From an optimization exercise on the open Yosys and OpenROAD flow, aimed at small area, a short achievable clock period and few clock cycles; shortcuts taken in it are not production practice.
At most, simulation tests tie the RTL to the original design; equivalence was not proved.
Power and IR drop assume default switching activity.

## job 101
// ping_ram_dot_engine
module ping_ram_dot_engine
#(
  parameter int unsigned ACC_W = 40,
  parameter int unsigned LEN_W = 16
) (
  input  logic                         clk,
  input  logic                         reset,
  input  logic [31:0]                  input_addr,
  input  logic [31:0]                  weight_addr,
  input  logic [31:0]                  output_addr,
  input  logic [31:0]                  data_type,
  output logic [31:0]                  finish_signal,
  output logic [26:0]                  avm_address,
  output logic                         avm_read,
  output logic                         avm_write,
  output logic [31:0]                  avm_writedata,
  output logic [3:0]                   avm_byteenable,
  output logic                         avm_burstcount,
  input  logic [31:0]                  avm_readdata,
  input  logic                         avm_readdatavalid,
  input  logic                         avm_waitrequest
);
  localparam logic [2:0] RD_MAX = 3'd4;
  logic               go_q;
  logic               busy_q, done_q, err_q;
  logic [LEN_W-1:0]   len_q;
  logic               fmt16_q;
  logic               rd_q, wr_q;
  logic [24:0]        cur_q;         
  logic [24:0]        oth_q;         
  logic [24:0]        out_q;         
  logic [LEN_W-1:0]   rem_q;         
  logic               rph_q;         
  logic [2:0]         ocnt_q;        
  logic               dph_q;         
  logic [31:0]        in_q;          
  logic [15:0]        op_lo_q, op_hi_q;  
  logic [15:0]        x_src;
  logic [7:0]         one_q, two_q, neg_q;   
  logic               dig_ld;
  logic [15:0]        dig_src;
  logic [7:0]         one_d, two_d, neg_d;
  logic               mac_a_q, mac_b_q;
  logic [39:0]        acc_s_q, acc_c_q;  
  logic               go, start_bad;
  logic               rd_acc, wr_acc, last_rd, more_rd, rd_room, wr_set;
  logic [2:0]         ocnt_d;
  logic [39:0]        mac_s, mac_c, acc_sum;
  logic [31:0]        result;
  assign go        = data_type[31] & ~go_q;
  assign start_bad = data_type[25] | (|input_addr[1:0]) | (|weight_addr[1:0]) |
                     (|output_addr[1:0]);
  assign rd_acc  = rd_q & ~avm_waitrequest;
  assign wr_acc  = wr_q & ~avm_waitrequest;
  assign last_rd = rph_q & (rem_q == LEN_W'(1));
  ...
clock: 12.0 ns
lec_check: 0
abc_area: 1
cap_margin: 20
core_margin: 2
core_utilization: 40
place_density: 0.6
slew_margin: 20
tns_end_percent: 0
standard.sh (not shown) runs the stock make flow with config.mk's settings and CLKGATE_MAP_FILE= SYNTH_SCRIPT=/design/flow/synth_recipe.tcl, a recipe that flattens the netlist after the stock synthesis.
==> flow/flow/run.sh <==
#!/bin/bash
set -euo pipefail
bash standard.sh SETUP_SLACK_MARGIN=9 "BUFFER_PORTS_ARGS=-buffer_cell sky130_fd_sc_hd__buf_2" finish > make.log 2>&1
Here is what was changed in the inputs of job 102 compared with job 101.
- putting CTS_BUF_LIST at sky130_fd_sc_hd__clkbuf_4 sky130_fd_sc_hd__clkbuf_8 sky130_fd_sc_hd__clkbuf_16 where nothing was set
==> comparison <==
- Compared with job 101, job 102 shows sum of met3 wire segment lengths after detailed routing lower by 1.6%.
- Inverter count essentially unchanged between job 101 and job 102.
- Comparing job 102 and job 101, the higher minimum clock period after layout was measured on job 101.
- On via count, job 102 tracks job 101 almost exactly.
- Power essentially unchanged between job 102 and job 101.
No functional check of the RTL was part of any run of this note.

========
Another version of the RTL of ping_ram_dot_engine (not shown whole).
Size: roughly 2,800 cells after synthesis, roughly 270 flip-flops, ~260 I/O pins, about 22,000 um^2 of cells after synthesis.
export LEC_CHECK = 0
export ABC_AREA = 1
export CAP_MARGIN = 20
export CORE_MARGIN = 2
export CORE_UTILIZATION = 40
export PLACE_DENSITY = 0.6
export SLEW_MARGIN = 20
create_clock -name core_clock -period 12.0 [get_ports {clk}]
==> flow/flow/run.sh <==
#!/bin/bash
set -euo pipefail
bash standard.sh SETUP_SLACK_MARGIN=8 finish > make.log 2>&1
==> next run, changes <==
==> flow/run.sh (new file) <==
#!/bin/bash
# synth_recipe.tcl (not shown) runs the flow's synth.tcl, then flattens the netlist and writes it again
# the make line also repeats each setting of config.mk as NAME=value (left out here)
make -C /OpenROAD-flow-scripts/flow DESIGN_CONFIG=/design/flow/config.mk WORK_HOME=/design/flow/orfs CLKGATE_MAP_FILE= SYNTH_SCRIPT=/design/flow/synth_recipe.tcl finish
removed: flow/flow/run.sh
removed: flow/standard.sh
Power decreases by 3.1%; routed wire length decreases by 3.8%; clock-buffer cell count decreases by 3; utilization decreases by 2.9 points.
==> next run, changes <==
Settings changed: ABC_AREA 1 to not set.
Critical path depth is higher by 1.
Combinational power came out higher by about a fifth.
Synthesized cell count rose by a little under a tenth.
Hold slack got worse by 0.0094 ns.
Clock skew shrinks by 0.0091 ns.
Final area increases by a little under a tenth.
Core utilization drops by 1.5 points.
Power increases by a few percent.
Synthesized area rose by roughly a tenth.
Count of clock-buffer cells in the layout fell by 4.
Register-to-register slack degrades by 0.39 ns.
No run of this note included a check of the RTL's function; only the layout flow was run.

========
## run 1
ping_ram_dot_engine, a different RTL version from the one above (not shown whole).
Size: about 2700 cells after synthesis, ~270 flip-flops, ~21000 um^2 of cells after synthesis.
==> flow/config.mk <==
export PLATFORM = sky130hd
export DESIGN_NAME = ping_ram_dot_engine
export DESIGN_NICKNAME = ping_ram_dot_engine
export VERILOG_FILES = /design/flow/design.v
export SDC_FILE = /design/flow/constraint.sdc
export NUM_CORES = 4
export LEC_CHECK = 0
export ABC_AREA = 1
export CAP_MARGIN = 20
export CORE_MARGIN = 2
export CORE_UTILIZATION = 40
export PLACE_DENSITY = 0.6
export SLEW_MARGIN = 20
==> flow/constraint.sdc <==
create_clock -name core_clock -period 12.0 [get_ports {clk}]
set_input_delay 2.4000 -clock core_clock [delete_from_list [all_inputs] [get_ports {clk}]]
set_output_delay 2.4000 -clock core_clock [all_outputs]
set_load 0.01 [all_outputs]
==> flow/flow/run.sh <==
#!/bin/bash
set -euo pipefail
bash standard.sh SETUP_SLACK_MARGIN=9 finish > make.log 2>&1
Run 1 completed; timing, DRC and antenna clean
> inputs changed (run 1 -> run 2)
Settings: an added TNS_END_PERCENT of 0.
--- outcome ---
Run 2 vs run 1 — detailed-placement wirelength estimate dropped slightly
Measured against each other, run 2 and run 1 differ in share of cell area taken by multi-input logic gates, the higher figure coming from run 2.
Diff run 2 and run 1: worst path setup slack after routing higher in run 2
From run 1 to run 2 the numbers moved as follows: cell area -14%, cell depth of the worst setup path +3, total placed instance area -2.1%.
When the final numbers for run 2 and run 1 were put side by side, the non-clock buffer count turned out to be greater in run 1.
In run 2, the register share of the cell area came out 3.6 points above the value in run 1.
Taking run 1 as the reference, in run 2 flip-flop and latch area -about 0.56%; count of clock-buffer cells in the layout -about 12%.
The following lists how run 3 was set up differently from run 2:
Settings: a change of CORE_UTILIZATION from 40 to 65; a change of PLACE_DENSITY from 0.6 to 0.75.
==> flow/flow/run.sh <==
#!/bin/bash
set -euo pipefail
bash standard.sh SETUP_SLACK_MARGIN=8.5 finish > make.log 2>&1
- Changes observed in run 3 relative to run 2: final net count moved up, count of endpoints failing setup in the final report held, fraction of the cycle the final worst path needs went up 1.5 points.
- Lower count of clock-buffer cells in the layout goes to run 3 over run 2.
- Run 3 -> run 2: gate count of the mapped netlist delta 0, exact match
- Against run 2, the final cell area of run 3 is lower.
No run of this note included a check of the RTL's function; only the layout flow was run.

========
Another version of the RTL of ping_ram_dot_engine (not shown whole).
Size in the first run: roughly 2600 cells after synthesis, roughly 290 flip-flops.
Settings: LEC_CHECK=0, ABC_AREA=1, CAP_MARGIN=20, CORE_MARGIN=2, CORE_UTILIZATION=40, CTS_CLUSTER_DIAMETER=80, CTS_CLUSTER_SIZE=40, PLACE_DENSITY=0.6, SLEW_MARGIN=20, TNS_END_PERCENT=0; clock period 12.0 ns.
==> flow/flow/run.sh <==
#!/bin/bash
set -euo pipefail
bash standard.sh SETUP_SLACK_MARGIN=9 "BUFFER_PORTS_ARGS=-buffer_cell sky130_fd_sc_hd__buf_2" finish > make.log 2>&1
Testbench counts at the start, summed over its fixed seeds: cycles 47,048.
Change:
CORE_UTILIZATION = 70   (was 40)
CTS_CLUSTER_DIAMETER = default   (was 80)
CTS_CLUSTER_SIZE = default   (was 40)
PLACE_DENSITY = 0.8   (was 0.6)
After rerunning:
- power goes up by a few percent
- cell area fell slightly
- core utilization rose by 34 points
- hold slack loses 0.010 ns
- worst setup slack gains 0.0073 ns
- register-to-register slack is worse by 0.07 ns
Change:
==> flow/flow/run.sh (replaced) <==
#!/bin/bash
set -euo pipefail
bash standard.sh SETUP_SLACK_MARGIN=9 "BUFFER_PORTS_ARGS=-buffer_cell sky130_fd_sc_hd__buf_1" finish > make.log 2>&1
CORE_UTILIZATION = 58   (was 70)
CTS_CLUSTER_DIAMETER = 70   (was default)
CTS_CLUSTER_SIZE = 35   (was default)
PLACE_DENSITY = 0.7   (was 0.8)
The changed run passed the timing, design-rule and antenna checks; core utilization went down by 15 points; wire length went down by a few percent; maximum frequency went up slightly; die area went up by about a fifth; design area barely changes; global-route usage went down by 8.9 points; cell count went up by a few percent; total power went down slightly; count of clock-buffer cells in the layout went down by 13.
Change:
==> flow/flow/run.sh (replaced) <==
#!/bin/bash
set -euo pipefail
bash standard.sh SETUP_SLACK_MARGIN=9 "BUFFER_PORTS_ARGS=-buffer_cell sky130_fd_sc_hd__buf_2" finish > make.log 2>&1
CORE_UTILIZATION = 40   (was 58)
CTS_CLUSTER_DIAMETER = 60   (was 70)
CTS_CLUSTER_SIZE = 30   (was 35)
PLACE_DENSITY = 0.6   (was 0.7)
After rerunning: Non-clock buffer count came out lower by 9. Global-route usage falls by 9.7 points. Worst setup slack degrades by 0.047 ns. Routed wire length grows by 5.5%. Core utilization goes down by 19 points. Via count goes down by 0.89%. Cell area came out higher by 2.0%. Sequential power hardly moves. Total power went up by 0.69%. Clock power climbs by 2.1%. Synthesized cell count is unchanged.

========
Starting RTL as in the previous note.
export LEC_CHECK = 0
export ABC_AREA = 0
export CAP_MARGIN = 20
export CORE_MARGIN = 2
export CORE_UTILIZATION = 50
export CTS_CLUSTER_DIAMETER = 70
export CTS_CLUSTER_SIZE = 35
export PLACE_DENSITY = 0.65
export SLEW_MARGIN = 20
export TNS_END_PERCENT = 0
create_clock -name core_clock -period 12.0 [get_ports {clk}]
==> flow/flow/run.sh <==
#!/bin/bash
set -euo pipefail
bash standard.sh SETUP_SLACK_MARGIN=9 "BUFFER_PORTS_ARGS=-buffer_cell sky130_fd_sc_hd__buf_1" finish > make.log 2>&1
The first run finished with timing, DRC and antenna clean.
Testbench counts at the start, summed over its fixed seeds: cycles 47,048.
Rerun with:
ABC_AREA = 1   (was 0)
CORE_UTILIZATION = 40   (was 50)
PLACE_DENSITY = 0.6   (was 0.65)
What happened:
- sequential share of layout area shrinks by 1.9 points
- via count grows by 16%
- maximum frequency stays flat
Rerun with:
CORE_UTILIZATION = 50   (was 40)
PLACE_DENSITY = 0.65   (was 0.6)
Effect: Critical path depth is unchanged; routed wire length falls slightly; count of clock-buffer cells in the layout does not change; total power is about the same; sequential share of layout area rises by 0.46 points; setup slack is better by 61 ps; sequential cell count is unchanged; die area falls by about a fifth; non-clock buffer count falls by 18; clock skew falls by 5.2 ps.
Rerun with:
==> flow/flow/run.sh (replaced) <==
#!/bin/bash
set -euo pipefail
bash standard.sh SETUP_SLACK_MARGIN=10 "BUFFER_PORTS_ARGS=-buffer_cell sky130_fd_sc_hd__buf_1" finish > make.log 2>&1
CORE_UTILIZATION = 40   (was 50)
PLACE_DENSITY = 0.6   (was 0.65)
Result: Clock skew came out higher by 5.2 ps; die area came out higher by a quarter to a third; routed wire length came out higher slightly; sequential share of layout area came out lower by 0.46 points; clock power came out lower slightly; setup slack gets worse by 61 ps; design area came out higher slightly.
Rerun with:
==> flow/flow/run.sh (replaced) <==
#!/bin/bash
set -euo pipefail
bash standard.sh SETUP_SLACK_MARGIN=9 "BUFFER_PORTS_ARGS=-buffer_cell sky130_fd_sc_hd__buf_2" finish > make.log 2>&1
CTS_CLUSTER_DIAMETER = default   (was 70)
CTS_CLUSTER_SIZE = default   (was 35)
=>
- worst setup slack loses 17 ps
- routed wire length rises by 1.7%
- critical path depth does not change
- global-route usage goes up by 0.54 points
- first-iteration DRC count increases by 7.7%
- non-clock buffer count falls by 31
- die area is unchanged
Rerun with:
==> flow/flow/run.sh (replaced) <==
#!/bin/bash
set -euo pipefail
bash standard.sh SETUP_SLACK_MARGIN=9 "BUFFER_PORTS_ARGS=-buffer_cell sky130_fd_sc_hd__buf_1" finish > make.log 2>&1
ABC_AREA = 0   (was 1)
CTS_CLUSTER_DIAMETER = 70   (was default)
CTS_CLUSTER_SIZE = 35   (was default)
The new run completed with no timing, DRC or antenna violations.
Setup slack got worse by 15 ps.
Routed wire length falls by 15%.
Clock skew falls by 19 ps.
Power falls by 8.0%.
Core utilization falls by 1.5 points.
Final cell count falls by 17%.
Final area falls by 6.2%.
Sequential power stays flat.

==> port drivers added, routing unchanged <==
How much do the figures lean on ideal ports? The routed layouts below were timed once more, with nothing changed but the port constraints. Step 1: set_driving_cell puts a clkbuf_16 on clk and a buf_2 on each other input, an assumption about the parent block. Step 2 also shifts input and output timing later by t, the mid clock arrival at the registers, as if the neighbouring blocks saw the same clock. Slacks: no drivers / after step 1 / after step 2; pairs: no drivers / after step 1.
| run | t (ns) | slack for setup (ns) | worst slew at a driven data input, ns |
|---|---|---|---|
| job 101 | 0.619 | 8.295 / 8.231 / 7.773 | 0.07 |
| job 102 | 0.619 | 8.304 / 8.241 / 7.766 | 0.07 |
| the first run of note 2 | 0.613 | 7.804 / 7.804 / 7.510 | 0.11 |
| the second run of note 2 | 0.601 | 6.702 / 6.702 / 6.702 | 0.11 |
| the third run of note 2 | 0.633 | 6.315 / 6.315 / 6.299 | 0.09 |
| run 1 | 0.627 | 7.969 / 7.969 / 7.969 | 0.09 |
| run 2 | 0.605 | 8.007 / 7.950 / 7.487 | 0.08 |
| run 3 | 0.645 | 7.827 / 7.827 / 7.356 | 0.07 |
| the first run of note 4 | 0.631 | 8.278 / 8.218 / 7.828 | 0.07 |
| the second run of note 4 | 0.635 | 8.285 / 8.234 / 7.751 | 0.10 |
| the third run of note 4 | 0.638 | 8.318 / 8.262 / 7.811 | 0.06 |
| the fourth run of note 4 | 0.653 | 8.270 / 8.213 / 7.758 | 0.08 |
| the first run of note 5 | 0.647 | 8.305 / 8.252 / 7.768 | 0.10 |
| the second run of note 5 | 0.640 | 8.300 / 8.242 / 7.748 | 0.08 |
| the third run of note 5 | 0.625 | 8.361 / 8.301 / 7.819 | 0.06 |
| the fourth run of note 5 | 0.640 | 8.300 / 8.242 / 7.748 | 0.08 |
| the fifth run of note 5 | 0.625 | 8.283 / 8.226 / 7.854 | 0.08 |
| the sixth run of note 5 | 0.648 | 8.268 / 8.212 / 7.805 | 0.10 |
After both steps setup and hold are still met in every run listed.
